This design comes from an exercise in tuning for small area on the open sky130 flow, not from production work.
Function was checked by simulation only, so behaviour that the tests miss may differ from the original.
Power is estimated from default activity; no workload was simulated.

==> job 7453: inputs <==
==> flow/design.v <==
module regfile_sb #(
    parameter int DATA_W = 32,
    parameter int ADDR_W = 5,
    parameter int BYPASS = 1,
    parameter int V0_IDX = 2,
    parameter int A0_IDX = 4
) (
    input  logic              clk,
    input  logic              rst,
    input  logic [ADDR_W-1:0] rd_addr_a,
    output logic [DATA_W-1:0] rd_data_a,
    input  logic [ADDR_W-1:0] rd_addr_b,
    output logic [DATA_W-1:0] rd_data_b,
    input  logic              wr_en,
    input  logic [ADDR_W-1:0] wr_addr,
    input  logic [DATA_W-1:0] wr_data,
    input  logic              iss_en,
    input  logic [ADDR_W-1:0] iss_addr,
    output logic              busy_a,
    output logic              busy_b,
    output logic [DATA_W-1:0] sys_v0,
    input  logic              print_req,
    output logic [DATA_W-1:0] sys_a0,
    output logic              sys_a0_vld
);
    localparam int DEPTH = 1 << ADDR_W;
    logic [DATA_W-1:0] r_regs [1:DEPTH-1];
    logic [DEPTH-1:1]  r_pend;
    logic [DATA_W-1:0] r_sys_a0;
    logic              r_sys_a0_vld;
    logic [DEPTH-1:1]  w_we;       
    logic [DEPTH-1:1]  w_iss;      
    logic [DEPTH-1:1]  w_sel_a;    
    logic [DEPTH-1:1]  w_sel_b;
    logic              w_hit_a;
    logic              w_hit_b;
    logic [DATA_W-1:0] w_wdata;    
    always_comb begin
        for (int i = 1; i < DEPTH; i++) begin
            w_we[i]    = wr_en && (wr_addr == i[ADDR_W-1:0]);
            w_iss[i]   = iss_en && (iss_addr == i[ADDR_W-1:0]);
            w_sel_a[i] = (rd_addr_a == i[ADDR_W-1:0]) && !w_we[i];
            w_sel_b[i] = (rd_addr_b == i[ADDR_W-1:0]) && !w_we[i];
        end
    end
    assign w_hit_a = wr_en && (wr_addr == rd_addr_a) && (rd_addr_a != '0);
    assign w_hit_b = wr_en && (wr_addr == rd_addr_b) && (rd_addr_b != '0);
    assign w_wdata = rst ? '0 : wr_data;
    logic [DATA_W-1:0] w_col_a [DEPTH];    
    always_comb begin
        w_col_a[0] = wr_data;
        for (int i = 1; i < DEPTH; i++) w_col_a[i] = r_regs[i];
    end
    genvar gk;
    generate
        for (gk = 0; gk < DATA_W; gk++) begin : g_col
            logic [DEPTH-1:0] d;
            for (genvar gi = 0; gi < DEPTH; gi++) begin : g_d
                assign d[gi] = w_col_a[gi][gk];
            end
            rf_col32 u_a (.s({w_sel_a, w_hit_a}), .d(d), .y(rd_data_a[gk]));
            rf_col32 u_b (.s({w_sel_b, w_hit_b}), .d(d), .y(rd_data_b[gk]));
        end
    endgenerate
    rf_col32 u_busy_a (.s({w_sel_a, w_hit_a}), .d({r_pend, 1'b0}), .y(busy_a));
    rf_col32 u_busy_b (.s({w_sel_b, w_hit_b}), .d({r_pend, 1'b0}), .y(busy_b));
    assign sys_v0 = r_regs[V0_IDX];
    always_ff @(posedge clk) begin
        for (int i = 1; i < DEPTH; i++) begin
            if (w_we[i] || rst) begin
                r_regs[i] <= w_wdata;
            end
        end
    end
    always_ff @(posedge clk) begin
        for (int i = 1; i < DEPTH; i++) begin
            if (rst) begin
                r_pend[i] <= 1'b0;
            end else if (w_iss[i]) begin
                r_pend[i] <= 1'b1;
            end else if (w_we[i]) begin
                r_pend[i] <= 1'b0;
            end
        end
    end
    always_ff @(posedge clk) begin
        r_sys_a0_vld <= print_req && !rst;
        if (print_req || rst) begin
            r_sys_a0 <= (w_we[A0_IDX] || rst) ? w_wdata : r_regs[A0_IDX];
        end
    end
    assign sys_a0     = r_sys_a0;
    assign sys_a0_vld = r_sys_a0_vld;
endmodule
module rf_col32 (
    input  logic [31:0] s,
    input  logic [31:0] d,
    output logic        y
);
    logic [10:0] n;
    for (genvar g = 0; g < 10; g++) begin : g_aoi
        rf_aoi3 u (.s(s[3*g+2:3*g]), .d(d[3*g+2:3*g]), .y(n[g]));
    end
    rf_aoi2 u_last (.s(s[31:30]), .d(d[31:30]), .y(n[10]));
    rf_or11n u_or (.n(n), .y(y));
endmodule
module rf_aoi3 (
    input  logic [2:0] s,
    input  logic [2:0] d,
    output logic       y
);
    assign y = ~|(s & d);
endmodule
module rf_aoi2 (
    input  logic [1:0] s,
    input  logic [1:0] d,
    output logic       y
);
    assign y = ~|(s & d);
endmodule
module rf_or11n (
    input  logic [10:0] n,
    output logic        y
);
    assign y = ~&n;
endmodule
==> flow/flow/run.sh <==
#!/bin/bash
# Standard synthesis, then the standard ORFS layout with a few extra knobs:
# plain buffers on the ports, free resizing, and a clock tree of small
# buffers with larger sink clusters and no dummy loads.
set -euo pipefail
bash standard.sh synth > synth.log 2>&1
bash standard.sh finish \
  "BUFFER_PORTS_ARGS=-buffer_cell sky130_fd_sc_hd__buf_1" \
  "MATCH_CELL_FOOTPRINT=0" \
  "CTS_ARGS=-sink_clustering_enable -repair_clock_nets -dont_use_dummy_load -buf_list {sky130_fd_sc_hd__clkbuf_8}" \
  > layout.log 2>&1
==> flow/standard.sh <==
#!/bin/bash
# synth_recipe.tcl (not shown) runs the flow's synth.tcl, then flattens the netlist and writes it again
# the make line also repeats each setting of config.mk as NAME=value (left out here)
make -C /OpenROAD-flow-scripts/flow DESIGN_CONFIG=/design/flow/config.mk WORK_HOME=/design/flow/orfs CLKGATE_MAP_FILE= SYNTH_SCRIPT=/design/flow/synth_recipe.tcl "${@:-finish}"
==> flow/config.mk <==
export PLATFORM = sky130hd
export DESIGN_NAME = regfile_sb
export DESIGN_NICKNAME = regfile_sb
export VERILOG_FILES = /design/flow/design.v
export SDC_FILE = /design/flow/constraint.sdc
export NUM_CORES = 4
export LEC_CHECK = 0
export CAP_MARGIN = 20
export CORE_MARGIN = 2
export CORE_UTILIZATION = 50
export SLEW_MARGIN = 20
export SYNTH_HIERARCHICAL = 1
==> flow/constraint.sdc <==
create_clock -name core_clock -period 5.5 [get_ports {clk}]
set_input_delay 1.1000 -clock core_clock [delete_from_list [all_inputs] [get_ports {clk}]]
set_output_delay 1.1000 -clock core_clock [all_outputs]
set_load 0.01 [all_outputs]
==> job 6620 (differences from job 7453) <==
==> flow/run.sh (new file) <==
#!/bin/bash
# synth_recipe.tcl (not shown) runs the flow's synth.tcl, then flattens the netlist and writes it again
# the make line also repeats each setting of config.mk as NAME=value (left out here)
make -C /OpenROAD-flow-scripts/flow DESIGN_CONFIG=/design/flow/config.mk WORK_HOME=/design/flow/orfs CLKGATE_MAP_FILE= SYNTH_SCRIPT=/design/flow/synth_recipe.tcl finish
Settings changed: CORE_UTILIZATION 50 to 40.
removed: flow/flow/run.sh
removed: flow/standard.sh
==> job 9135 (differences from job 7453) <==
--- a/flow/flow/run.sh
+++ b/flow/flow/run.sh
@@ -8,4 +8,4 @@
   "BUFFER_PORTS_ARGS=-buffer_cell sky130_fd_sc_hd__buf_1" \
   "MATCH_CELL_FOOTPRINT=0" \
-  "CTS_ARGS=-sink_clustering_enable -repair_clock_nets -dont_use_dummy_load -buf_list {sky130_fd_sc_hd__clkbuf_8}" \
+  "CTS_ARGS=-sink_clustering_enable -repair_clock_nets -dont_use_dummy_load -sink_clustering_size 10 -sink_clustering_max_diameter 80 -buf_list {sky130_fd_sc_hd__clkbuf_8}" \
   > layout.log 2>&1
Settings changed: CORE_UTILIZATION 50 to 62.
==> job 6891 (differences from job 7453) <==
==> flow/flow/run.sh (replaced) <==
#!/bin/bash
# Standard synthesis, then the standard ORFS layout with a few extra knobs:
# plain buffers on the ports, free resizing, smaller clock buffers and no
# CTS dummy loads.
set -euo pipefail
bash standard.sh synth > synth.log 2>&1
bash standard.sh finish \
  "BUFFER_PORTS_ARGS=-buffer_cell sky130_fd_sc_hd__buf_1" \
  "MATCH_CELL_FOOTPRINT=0" \
  "CTS_ARGS=-sink_clustering_enable -repair_clock_nets -dont_use_dummy_load -sink_clustering_size 20 -buf_list {sky130_fd_sc_hd__clkbuf_4 sky130_fd_sc_hd__clkbuf_8}" \
  > layout.log 2>&1
Settings changed: CAP_MARGIN 20 to 0, CORE_UTILIZATION 50 to 45, SLEW_MARGIN 20 to 0.
==> run notes <==
Non-clock buffer count: job 6891 < job 9135 < job 7453 < job 6620.
Critical path depth is the same in job 6620 and job 9135.
Of job 7453 and job 6620, job 6620 has the higher clock power (gap about 25%, measured against job 6620).
Sequential share of layout area: job 6620 < job 6891 < job 7453 < job 9135.
Job 9135 finished but failed the layout checks on setup timing. Job 7453 completed without violations. Job 6891 finished with capacitance limit, slew limit, setup timing left. Job 6620 reached the layout checks and failed them: setup timing.
Synthesized cell count is the same in job 6620 and job 6891.
Hold slack, lowest first: job 7453, job 6620, job 6891, job 9135.
In sequential cell count, job 6891 and job 6620 do not differ.
Clock skew: job 9135 < job 6620 < job 7453 < job 6891.
Setup slack: job 6620 is lower than job 7453 (0.16 ns).
Against job 7453, the first-iteration DRC count of job 9135 is higher by about 16%.

==> wip/harbor: inputs <==
Starts from the design.v that is shown in full above.
==> flow/config.mk <==
export PLATFORM = sky130hd
export DESIGN_NAME = regfile_sb
export DESIGN_NICKNAME = regfile_sb
export VERILOG_FILES = /design/flow/design.v
export SDC_FILE = /design/flow/constraint.sdc
export NUM_CORES = 4
export LEC_CHECK = 0
export CAP_MARGIN = 0
export CORE_MARGIN = 2
export CORE_UTILIZATION = 45
export SLEW_MARGIN = 0
export SYNTH_HIERARCHICAL = 1
==> flow/constraint.sdc <==
create_clock -name core_clock -period 5.5 [get_ports {clk}]
set_input_delay 1.1000 -clock core_clock [delete_from_list [all_inputs] [get_ports {clk}]]
set_output_delay 1.1000 -clock core_clock [all_outputs]
set_load 0.01 [all_outputs]
standard.sh (not shown) runs the stock make flow with config.mk's settings and CLKGATE_MAP_FILE= SYNTH_SCRIPT=/design/flow/synth_recipe.tcl, a recipe that flattens the netlist after the stock synthesis.
==> flow/flow/run.sh <==
#!/bin/bash
# Standard synthesis, then the standard ORFS layout with a few extra knobs:
# plain buffers on the ports, free resizing, smaller clock buffers and no
# CTS dummy loads.
set -euo pipefail
bash standard.sh synth > synth.log 2>&1
bash standard.sh finish \
  "BUFFER_PORTS_ARGS=-buffer_cell sky130_fd_sc_hd__buf_1" \
  "MATCH_CELL_FOOTPRINT=0" \
  "CTS_ARGS=-sink_clustering_enable -repair_clock_nets -dont_use_dummy_load -sink_clustering_size 30 -sink_buffer_max_cap_derate 1.0 -buf_list {sky130_fd_sc_hd__clkbuf_8}" \
  > layout.log 2>&1
==> wip/pepper: changes against wip/harbor <==
==> flow/flow/run.sh (replaced) <==
#!/bin/bash
# Standard synthesis, then the standard ORFS layout with a few extra knobs:
# plain buffers on the ports, free resizing, and a clock tree of small
# buffers with larger sink clusters and no dummy loads.
set -euo pipefail
bash standard.sh synth > synth.log 2>&1
bash standard.sh finish \
  "BUFFER_PORTS_ARGS=-buffer_cell sky130_fd_sc_hd__buf_1" \
  "MATCH_CELL_FOOTPRINT=0" \
  "CTS_ARGS=-sink_clustering_enable -repair_clock_nets -dont_use_dummy_load -sink_clustering_size 12 -sink_clustering_max_diameter 80 -buf_list {sky130_fd_sc_hd__clkbuf_8}" \
  > layout.log 2>&1
- CAP_MARGIN: 0 -> 20
- CORE_UTILIZATION: 45 -> 50
- SLEW_MARGIN: 0 -> 20
==> wip/zinc: changes against wip/harbor <==
==> flow/design.v (replaced) <==
module regfile_sb #(
    parameter int DATA_W = 32,
    parameter int ADDR_W = 5,
    parameter int BYPASS = 1,
    parameter int V0_IDX = 2,
    parameter int A0_IDX = 4
) (
    input  logic              clk,
    input  logic              rst,
    input  logic [ADDR_W-1:0] rd_addr_a,
    output logic [DATA_W-1:0] rd_data_a,
    input  logic [ADDR_W-1:0] rd_addr_b,
    output logic [DATA_W-1:0] rd_data_b,
    input  logic              wr_en,
    input  logic [ADDR_W-1:0] wr_addr,
    input  logic [DATA_W-1:0] wr_data,
    input  logic              iss_en,
    input  logic [ADDR_W-1:0] iss_addr,
    output logic              busy_a,
    output logic              busy_b,
    output logic [DATA_W-1:0] sys_v0,
    input  logic              print_req,
    output logic [DATA_W-1:0] sys_a0,
    output logic              sys_a0_vld
);
    localparam int              DEPTH  = 1 << ADDR_W;
    localparam bit              LP_BYP = (BYPASS != 0);
    localparam logic [ADDR_W-1:0] LP_V0 = V0_IDX[ADDR_W-1:0];
    localparam logic [ADDR_W-1:0] LP_A0 = A0_IDX[ADDR_W-1:0];
    logic [DATA_W-1:0] r_regs [DEPTH];
    logic [DEPTH-1:0]  r_pend;
    logic [DATA_W-1:0] r_sys_a0;
    logic              r_sys_a0_vld;
    logic              w_wr_ok;
    logic              w_hit_a;
    logic              w_hit_b;
    logic              w_hit_a0;
    logic [DATA_W-1:0] w_a0_val;
    logic [DEPTH-1:0]  w_pend_nxt;
    assign w_wr_ok  = wr_en && (wr_addr != '0);
    assign w_hit_a  = LP_BYP && w_wr_ok && (wr_addr == rd_addr_a);
    assign w_hit_b  = LP_BYP && w_wr_ok && (wr_addr == rd_addr_b);
    assign w_hit_a0 = LP_BYP && w_wr_ok && (wr_addr == LP_A0);
    always_comb begin
        rd_data_a = '0;
        rd_data_b = '0;
        busy_a    = 1'b0;
        busy_b    = 1'b0;
        sys_v0    = '0;
        w_a0_val  = '0;
        if (rd_addr_a != '0) begin
            rd_data_a = w_hit_a ? wr_data : r_regs[rd_addr_a];
            busy_a    = w_hit_a ? 1'b0 : r_pend[rd_addr_a];
        end
        if (rd_addr_b != '0) begin
            rd_data_b = w_hit_b ? wr_data : r_regs[rd_addr_b];
            busy_b    = w_hit_b ? 1'b0 : r_pend[rd_addr_b];
        end
        if (LP_V0 != '0) begin
            sys_v0 = r_regs[LP_V0];
        end
        if (LP_A0 != '0) begin
            w_a0_val = w_hit_a0 ? wr_data : r_regs[LP_A0];
        end
    end
    always_comb begin
        w_pend_nxt = r_pend;
        if (w_wr_ok) begin
            w_pend_nxt[wr_addr] = 1'b0;
        end
        if (iss_en && (iss_addr != '0)) begin
            w_pend_nxt[iss_addr] = 1'b1;
        end
        w_pend_nxt[0] = 1'b0;
    end
    always_ff @(posedge clk) begin
        if (rst) begin
            for (int i = 0; i < DEPTH; i++) begin
                r_regs[i] <= '0;
            end
            r_pend       <= '0;
            r_sys_a0     <= '0;
            r_sys_a0_vld <= 1'b0;
        end else begin
            if (w_wr_ok) begin
                r_regs[wr_addr] <= wr_data;
            end
            r_pend       <= w_pend_nxt;
            r_sys_a0_vld <= print_req;
            if (print_req) begin
                r_sys_a0 <= w_a0_val;
            end
        end
    end
    assign sys_a0     = r_sys_a0;
    assign sys_a0_vld = r_sys_a0_vld;
endmodule
==> flow/run.sh (new file) <==
#!/bin/bash
# synth_recipe.tcl (not shown) runs the flow's synth.tcl, then flattens the netlist and writes it again
# the make line also repeats each setting of config.mk as NAME=value (left out here)
make -C /OpenROAD-flow-scripts/flow DESIGN_CONFIG=/design/flow/config.mk WORK_HOME=/design/flow/orfs CLKGATE_MAP_FILE= SYNTH_SCRIPT=/design/flow/synth_recipe.tcl finish
- CAP_MARGIN: 0 -> 20
- CORE_UTILIZATION: 45 -> 40
- SLEW_MARGIN: 0 -> 20
- SYNTH_HIERARCHICAL: 1 -> default
removed: flow/flow/run.sh
removed: flow/standard.sh
==> run notes <==
wip/pepper went through all stages and came out clean. wip/zinc produced a clean layout. wip/harbor completed, yet does not pass: max-capacitance violations, max-slew violations, negative setup slack.
The highest register-to-register slack belongs to wip/zinc, the lowest to wip/harbor.
Flip-flop and latch count: wip/zinc is higher than wip/harbor (32).
Maximum frequency: wip/pepper > wip/zinc > wip/harbor.
Area after synthesis is the same in wip/pepper and wip/harbor.
In wip/zinc the design area is higher than in wip/pepper, by about 40%.
The lowest clock power belongs to wip/pepper, the highest to wip/zinc.
Between wip/zinc and wip/pepper, the lower combinational power is in wip/pepper (gap about 90%, measured against wip/pepper).
The lowest non-clock buffer count belongs to wip/harbor, the highest to wip/zinc.
The highest routed wire length belongs to wip/zinc, the lowest to wip/pepper.
Clock-buffer cell count, lowest first: wip/pepper, wip/zinc, wip/harbor.
Die area, highest first: wip/zinc, wip/harbor, wip/pepper.
==> figures <==
	wip/harbor	wip/zinc	wip/pepper
Core outline area	94700 µm²	145000 µm²	85000 µm²
Setup-violating endpoint count in the final report	1	0	0
Power dissipated in combinational cells	1.54 mW	2.96 mW	1.53 mW
GRT Total Usage	37.4%	29.4%	39.9%
Clock distribution power	5.51 mW	7.60 mW	4.17 mW
Critical-path top delay cell	sky130_fd_sc_hd__nor3_2	sky130_fd_sc_hd__clkdlybuf4s50_1	sky130_fd_sc_hd__a222oi_1
Clock transition at path regs	50 ps	60 ps	80 ps
Power Total	16.9 mW	20.3 mW	15.6 mW
Syn-to-layout area delta	15.7%	15.8%	13.4%
Minimum period implied by the final worst setup slack	5550 ps	5460 ps	5380 ps
Non-filler cells, final	4275	6323	4097
Number of optimization iterations in the first detailed-route pass	14	7	13
Die footprint	97700 µm²	149000 µm²	88100 µm²
Netlist Area Pre-Place	42900 µm²	58400 µm²	42900 µm²
Result of the run	finished with violations	finished clean	finished clean
Reasons for failing layout checks	max-capacitance violations, max-slew violations, negative setup slack	-	-
Metal-1 WL	64.7 mm	82.9 mm	60.1 mm
Routed via count	34.6k	40.1k	33.6k
Number of core rows	113	140	107
CLK BUF	166	154	99
Fillers	7838	12.6k	6627
Share of cell area taken by muxes after synthesis	0%	21.9%	0%
Wire length of the first global-routing pass	255 mm	306 mm	248 mm
Met2 usage in global routing	53.4%	45.4%	58.5%

-- re-timing with driven ports --
How much do the figures lean on ideal ports? The routed layouts below were timed once more, with nothing changed but the port constraints.
Step 1 sets driving cells, clkbuf_16 on the clock port and buf_2 on the other inputs (assumed; they add their load-dependent delay and slew).
Step 2 moves the port delays by t, midway between the first and last clock arrival at a register: inputs arrive t later, outputs are due t later. That takes back most of the time a late clock gives input paths.
Slacks: no drivers / after step 1 / after step 2; pairs: no drivers / after step 1.
run	t (ns)	slack for setup (ns)	pins driven straight from the clock port
job 7453	0.890	0.136 / 0.107 / 0.107	1
job 6620	0.764	-0.022 / -0.054 / -0.054	1
job 9135	0.813	-0.006 / -0.043 / -0.043	1
job 6891	0.904	-0.065 / -0.090 / -0.090	1
wip/harbor	0.901	-0.052 / -0.076 / -0.076	1
wip/pepper	0.796	0.122 / 0.098 / 0.098	1
wip/zinc	0.824	0.040 / -0.068 / -0.068	1
With both steps, setup timing fails in wip/zinc, where it was met with ideal ports. The setup slack of wip/zinc, which loses most, moves by -0.108 ns with the drivers and by -0.108 ns with both steps.
